Background: an optimization exercise with open tools, aiming at small area, a short achievable clock period and few clock cycles. Do not read the settings as production practice.
The RTL was checked by simulation tests, not by an equivalence proof against the original design.

the baseline:
// array_list_engine
module array_list_engine
#(
    parameter int CAPACITY = ale_pkg::DEF_CAPACITY
)
(
    input  logic                                clk,
    input  logic                                rst_n,
    input  logic                                req_valid,
    output logic                                req_ready,
    input  logic [ale_pkg::OP_W-1:0]            req_op,
    input  logic signed [ale_pkg::VALUE_W-1:0]  req_value,
    input  logic [ale_pkg::POS_W-1:0]           req_position_in,
    output logic                                rsp_valid,
    input  logic                                rsp_ready,
    output logic                                rsp_ok,
    output logic [ale_pkg::POS_W-1:0]           rsp_position_out,
    output logic [ale_pkg::COUNT_W-1:0]         rsp_count_out
);
Size: ~19000 cells after synthesis.
make LEC_CHECK=0 CAP_MARGIN=30 CORE_MARGIN=2 CORE_UTILIZATION=55 CTS_CLUSTER_DIAMETER=80 CTS_CLUSTER_SIZE=20 SETUP_SLACK_MARGIN=3.2 SLEW_MARGIN=40 SYNTH_HIERARCHICAL=1 SYNTH_MINIMUM_KEEP_SIZE=0 finish   # period 6.0 ns
run.sh (not shown) runs the stock make flow with config.mk's settings and CLKGATE_MAP_FILE= SYNTH_SCRIPT=/design/flow/synth_recipe.tcl, a recipe that flattens the netlist after the stock synthesis.
Testbench counts of the baseline, summed over its fixed seeds: cycles 4,832.
> inputs changed (the baseline -> the candidate)
-- flow/design.v --
<<< the baseline, line 214
    ale_g_nor2  u_m    (.a(n16[0]), .b(n16[1]), .y(m));
endmodule
module ale_mtsel (input logic s1n, input logic s2n, input logic en, input logic r0,
                  input logic r1, input logic ae, output logic y);
    assign y = (!(s1n || s2n) || !en) ? r1 : (r0 || ae);
endmodule
module ale_enc_a
#(
>>> the candidate, line 214
    ale_g_nor2  u_m    (.a(n16[0]), .b(n16[1]), .y(m));
endmodule
module ale_enc_a
#(
<<< the baseline, line 292
    logic [ale_pkg::OP_W-1:0] a_op;
    logic [VW-1:0]            a_val;
    logic [VW-1:0]            a_valn;      
    logic [PW-1:0]            a_pin;
    logic                     r_v;
>>> the candidate, line 288
    logic [ale_pkg::OP_W-1:0] a_op;
    logic [VW-1:0]            a_val;
    logic [PW-1:0]            a_pin;
    logic                     r_v;
<<< the baseline, line 371
        begin
            a_op  <= req_op;
            a_val  <= req_value;
            a_valn <= ~req_value;
            a_pin <= req_position_in;
        end
>>> the candidate, line 366
        begin
            a_op  <= req_op;
            a_val <= req_value;
            a_pin <= req_position_in;
        end
<<< the baseline, line 497
    logic [N:0]     raw;
    logic           eqv;
    logic [N-1:0]   mt_next;
    for (genvar i = 0; i < N; i++)
    begin : g_eq
        if (i < N / 2)
        begin : g_lo
            if (i % 2 == 0)
            begin : g_e
                ale_eq32  u_eq (.a(ent[i]), .b(a_val), .v(vld[i]), .m(raw[i]));
            end
            else
            begin : g_o
                ale_eq32n u_eq (.a(ent[i]), .bn(a_val), .v(vld[i]), .m(raw[i]));
            end
        end
        else
        begin : g_hi
            if (i % 2 == 0)
            begin : g_e
                ale_eq32n u_eq (.a(ent[i]), .bn(a_valn), .v(vld[i]), .m(raw[i]));
            end
            else
            begin : g_o
                ale_eq32  u_eq (.a(ent[i]), .b(a_valn), .v(vld[i]), .m(raw[i]));
            end
        end
    end
    assign raw[N] = 1'b0;
    assign eqv = (r_val == a_val);    
    logic [N-1:0]   sh_en;
    logic [N-1:0]   ae;
    always_comb
    begin
        for (int i = 0; i < N; i++)
        begin
            sh_en[i] = !sh_e[i];
            ae[i]    = do_app && at_cnt[i] && eqv;
        end
    end
    for (genvar i = 0; i < N; i++)
    begin : g_mt
        ale_mtsel u_mt (.s1n(sdel_n), .s2n(pmn[i]), .en(sh_en[i]), .r0(raw[i]),
                        .r1(raw[i + 1]), .ae(ae[i]), .y(mt_next[i]));
    end
    always_ff @(posedge clk)
>>> the candidate, line 491
    logic [N:0]     raw;
    logic           eqv;
    logic [N-1:0]   mt_base;
    logic [N-1:0]   mt_next;
    for (genvar i = 0; i < N; i++)
    begin : g_eq
        if (i % 2 == 0)
        begin : g_e
            ale_eq32  u_eq (.a(ent[i]), .b(a_val), .v(vld[i]), .m(raw[i]));
        end
        else
        begin : g_o
            ale_eq32n u_eq (.a(ent[i]), .bn(a_val), .v(vld[i]), .m(raw[i]));
        end
    end
    assign raw[N] = 1'b0;
    assign eqv = (r_val == a_val);    
    always_comb
    begin
        for (int i = 0; i < N; i++)
            mt_base[i] = sh_e[i] ? raw[i + 1] : ((do_app && at_cnt[i]) ? eqv : raw[i]);
    end
    for (genvar i = 0; i < N; i++)
    begin : g_mt
        ale_g_lmux u_mt (.s1n(sdel_n), .s2n(pmn[i]), .a(mt_base[i]), .b(raw[i + 1]),
                         .y(mt_next[i]));
    end
    always_ff @(posedge clk)
### Flow results
- Across the baseline and the candidate, none had a timing, DRC or antenna violation.
- On the candidate: met2 track demand over resource is 0.80 points higher than what the baseline gave.
- Post-route fraction of the period consumed by the critical path for the candidate: 3.9 points up relative to the baseline
- Of the baseline and the candidate, the candidate shows the lower total number of sequential cells, with the baseline above it.
- The candidate vs the baseline — number of resized instances in the post-cts repair step dropped by more than 10%
- The candidate vs. the baseline: wire length per cell after detailed routing climbed 7.9%, global-route wire length before repair climbed 95 mm, number of inverters outside the clock class in the layout dropped 164.
- Going from the baseline to the candidate, final area grew slightly.
- Higher non-clock buffer contribution to total cell area among the baseline and the candidate: the candidate
- Comparing the baseline and the candidate, the lower time the final worst path needs with I/O delays and setup was measured on the baseline.
- Between the baseline and the candidate, simple-gate share of the synthesized area increased.
- Relative to the baseline, the candidate degrades worst hold slack across all endpoints.
Testbench counts of the candidate, summed over its fixed seeds: cycles 4,832.

== run X ==
array_list_engine, a different RTL version from the one above (not shown whole).
For scale: roughly 4500 flip-flops, roughly 230000 µm² of cells after synthesis.
==> module array_list_engine, before the edit <==
module array_list_engine
#(
    parameter int CAPACITY = ale_pkg::DEF_CAPACITY
)
(
    input  logic                                clk,
    input  logic                                rst_n,
    input  logic                                req_valid,
    output logic                                req_ready,
    input  logic [ale_pkg::OP_W-1:0]            req_op,
    input  logic signed [ale_pkg::VALUE_W-1:0]  req_value,
    input  logic [ale_pkg::POS_W-1:0]           req_position_in,
    output logic                                rsp_valid,
    input  logic                                rsp_ready,
    output logic                                rsp_ok,
    output logic [ale_pkg::POS_W-1:0]           rsp_position_out,
    output logic [ale_pkg::COUNT_W-1:0]         rsp_count_out
);
    localparam int N  = CAPACITY;
    localparam int VW = ale_pkg::VALUE_W;
    localparam int PW = ale_pkg::POS_W;
    localparam int CW = ale_pkg::COUNT_W;
    localparam int RW = 1 + PW + CW;
    logic                     a_v;
    logic [ale_pkg::OP_W-1:0] a_op;
    logic [VW-1:0]            a_val;
    logic [PW-1:0]            a_pin;
    logic                     r_v;
    logic [ale_pkg::OP_W-1:0] r_op;
    logic [VW-1:0]            r_val;       
    logic [PW-1:0]            r_pin;
    logic [N-1:0]             mt;
    logic                     o0_v;
    logic                     o1_v;
    logic [RW-1:0]            o0;
    logic [RW-1:0]            o1;
    logic                     exec;
    logic                     adv;
    logic                     take;
    logic                     pop;
    logic                     a_v_next;
    logic                     r_v_next;
    logic                     o0_v_next;
    logic                     o1_v_next;
    assign exec = r_v && !o1_v;
    assign adv  = !r_v || !o1_v;
    assign take = req_valid && req_ready;
    assign pop  = o0_v && rsp_ready;
    always_comb
    begin
        a_v_next  = req_ready ? req_valid : a_v;
        r_v_next  = adv ? a_v : r_v;
        o0_v_next = o0_v;
        o1_v_next = o1_v;
        if (pop)
        begin
            o0_v_next = o1_v || exec;
            o1_v_next = 1'b0;
        end
        else if (exec)
        begin
            o0_v_next = 1'b1;
            o1_v_next = o0_v;
        end
    end
    always_ff @(posedge clk or negedge rst_n)
    begin
        if (!rst_n)
        begin
            a_v       <= 1'b0;
            r_v       <= 1'b0;
            o0_v      <= 1'b0;
            o1_v      <= 1'b0;
            req_ready <= 1'b1;
        end
        else
        begin
            a_v       <= a_v_next;
            r_v       <= r_v_next;
            o0_v      <= o0_v_next;
            o1_v      <= o1_v_next;
            req_ready <= !a_v_next || !r_v_next || !o1_v_next;
        end
    end
    always_ff @(posedge clk)
    begin
        if (take)
        begin
            a_op  <= req_op;
            a_val <= req_value;
            a_pin <= req_position_in;
        end
        if (adv)
        begin
            r_op  <= a_op;
            r_val <= (a_op == ale_pkg::OP_APPEND) ? a_val : '0;
            r_pin <= a_pin;
        end
    end
    logic [VW-1:0]  ent [N];
    logic [N-1:0]   vld;           
    logic [CW-1:0]  cnt;
    logic           is_app;
    logic           is_dlast;
    logic           is_dat;
    logic           is_srch;
    logic           is_sdel;
    logic           full;
    logic           empty;
    logic           pin_ok;
    assign is_app   = (r_op == ale_pkg::OP_APPEND);
    assign is_dlast = (r_op == ale_pkg::OP_DEL_LAST);
    assign is_dat   = (r_op == ale_pkg::OP_DEL_AT);
    assign is_srch  = (r_op == ale_pkg::OP_SEARCH);
    assign is_sdel  = (r_op == ale_pkg::OP_SEARCH_DEL);
    assign full     = vld[N-1];
    assign empty    = !vld[0];
    assign pin_ok   = ({1'b0, r_pin} < cnt);
    logic [N-1:0]   pmn;
    logic [N-1:0]   pm;
    logic           found;
    logic [PW-1:0]  hit_pos;
    ale_prefix #(.LOG(PW)) u_prefix (.x(mt), .yn(pmn));
    ale_enc    #(.LOG(PW)) u_enc    (.pmn(pmn), .pos(hit_pos));
    assign pm    = ~pmn;
    assign found = pm[N-1];
    logic [N-1:0]   ge;
    always_comb
    begin
        for (int i = 0; i < N; i++)
            ge[i] = (PW'(i) >= r_pin);
    end
    logic [N-1:0]   at_cnt;
    assign at_cnt = vld ^ {vld[N-2:0], 1'b1};
    logic [N-1:0]   shift;
    always_comb
    begin
        for (int i = 0; i < N; i++)
            shift[i] = exec && ((is_dat && ge[i])
                                || (is_dlast && ((i == N - 1) || !vld[(i < N - 1) ? i + 1 : i]))
                                || (is_sdel && pm[i]));
    end
    logic           do_app;
    logic           do_dec;
    logic           res_ok;
    logic [PW-1:0]  res_pos;
    assign do_app  = exec && is_app && !full;
    assign do_dec  = exec && ((is_dlast && !empty) || (is_dat && pin_ok) || (is_sdel && found));
    assign res_ok  = (is_app && !full) || (is_dlast && !empty) || (is_dat && pin_ok)
                     || ((is_srch || is_sdel) && found);
    assign res_pos = (is_srch || is_sdel) ? hit_pos : '0;
    always_ff @(posedge clk)
    begin
        for (int i = 0; i < N - 1; i++)
        begin
            if ((do_app && at_cnt[i]) || shift[i])
                ent[i] <= (ent[i + 1] & {VW{!is_app}}) | r_val;
        end
        if (do_app && at_cnt[N-1])
            ent[N-1] <= r_val;
    end
    logic [CW-1:0]  cnt_next;
    always_comb
    begin
        cnt_next = cnt;
        if (do_app)
            cnt_next = cnt + CW'(1);
        else if (do_dec)
            cnt_next = cnt - CW'(1);
    end
    always_ff @(posedge clk or negedge rst_n)
    begin
        if (!rst_n)
        begin
            vld <= '0;
            cnt <= '0;
        end
        else
        begin
            cnt <= cnt_next;
            if (do_app)
                vld <= {vld[N-2:0], 1'b1};
            else if (do_dec)
                vld <= {1'b0, vld[N-1:1]};
        end
    end
    logic [N:0]     raw;
    logic           eqv;
    logic [N-1:0]   mt_next;
    always_comb
    begin
        for (int i = 0; i < N; i++)
            raw[i] = vld[i] && (ent[i] == a_val);
        raw[N] = 1'b0;
    end
    assign eqv = (r_val == a_val);    
    always_comb
    begin
        for (int i = 0; i < N; i++)
            mt_next[i] = shift[i] ? raw[i + 1] : ((do_app && at_cnt[i]) ? eqv : raw[i]);
    end
    always_ff @(posedge clk)
    begin
        if (adv)
            mt <= mt_next;
    end
    logic [RW-1:0]  res;
    assign res = {res_ok, res_pos, cnt_next};
    always_ff @(posedge clk)
    begin
        if (pop)
        begin
            if (o1_v)
                o0 <= o1;
            else
                o0 <= res;
        end
        else if (exec)
        begin
            if (o0_v)
                o1 <= res;
            else
                o0 <= res;
        end
    end
    assign rsp_valid        = o0_v;
    assign rsp_ok           = o0[RW-1];
    assign rsp_position_out = o0[RW-2 -: PW];
    assign rsp_count_out    = o0[CW-1:0];
endmodule
Settings: LEC_CHECK=0, CAP_MARGIN=20, CORE_MARGIN=2, CORE_UTILIZATION=40, SETUP_SLACK_MARGIN=3.0, SLEW_MARGIN=20, SYNTH_HIERARCHICAL=1, SYNTH_MINIMUM_KEEP_SIZE=0; clock period 6.0 ns.
Testbench counts of run X, summed over its fixed seeds: cycles 4,824.
Relative to run X, the following input files were edited for run Y:
--- a/flow/design.v
+++ b/flow/design.v
@@ -329,12 +329,15 @@
         end
         else
         begin
             cnt <= cnt_next;
-            if (do_app)
-                vld <= {vld[N-2:0], 1'b1};
-            else if (do_dec)
-                vld <= {1'b0, vld[N-1:1]};
+            for (int i = 0; i < N; i++)
+            begin
+                if (do_app && at_cnt[i])
+                    vld[i] <= 1'b1;
+                else if (shift[i])
+                    vld[i] <= (i < N - 1) ? vld[(i < N - 1) ? i + 1 : i] : 1'b0;
+            end
         end
     end
     logic [N:0]     raw;
     logic           eqv;
## What came out
Compared with run X, in run Y simple-gate portion of the synthesized area saw little to no change; global-route usage saw a decrease; worst hold slack saw a decrease. Diff run X -> run Y | cell count after placement | down slightly. Run Y closes out successfully: all stages finished, all timing, DRC and antenna checks passed. Run X vs run Y, termination of the worst setup path: mt[65] vs ent[46][25]. [diff] largest clock skew in the final design, run Y relative to run X: regression. Per the comparison of run Y with run X, clock network latency to the later pin of the worst-skew pair flat; via-per-instance ratio down 0.097; count of fill cells added during filler insertion up 1402. Between run Y and run X, the difference in cell area after technology mapping is negligible. Relative to run X, non-clock buffer count has gone down in run Y. Between run X and run Y, the flow reports multi-input gate area in the final layout decreasing by a few percent. [run Y] measured slew at the worst slew-check pin rose 43 ps relative to run X. When the final numbers for run Y and run X were put side by side, the final setup slack of the worst path turned out to be greater in run Y. Relative area change from synthesis to final layout ends up lower on run Y.
Testbench counts of run Y, summed over its fixed seeds: cycles 4,824.

==> what the ideal ports hide <==
No port has a modelled driver above. Below, the same layouts with a new extraction and two added sets of constraints. Step 1: set_driving_cell puts a clkbuf_16 on clk and a buf_2 on each other input, an assumption about the parent block. Step 2, shift: input delay + t, output delay - t, t = (earliest + latest rising clock arrival at the registers) / 2. This alone moves slack from input paths to output paths. Three values: no drivers, after step 1, after step 2; two values: the first two.
run | shift t [ns] | setup slack, ns | worst hold slack (ns) | worst setup path after step 2 | worst register clock-pin slew, ns
the baseline | 1.149 | 2.890 / 2.860 / 2.632 | 0.165 / 0.132 / 0.487 | input to register | 0.10 / 0.10
the candidate | 1.159 | 2.658 / 2.658 / 2.502 | 0.042 / -0.041 / 0.461 | input to register | 0.10 / 0.10
run X | 1.219 | 2.607 / 2.607 / 2.310 | 0.449 / 0.449 / 0.449 | input to register | 0.07 / 0.07
run Y | 1.187 | 2.689 / 2.689 / 2.251 | 0.037 / -0.030 / 0.426 | input to register | 0.08 / 0.08
After both steps every run listed still meets setup and hold. The setup slack of run Y, which loses most, moves by 0.000 ns with the drivers and by -0.438 ns with both steps.
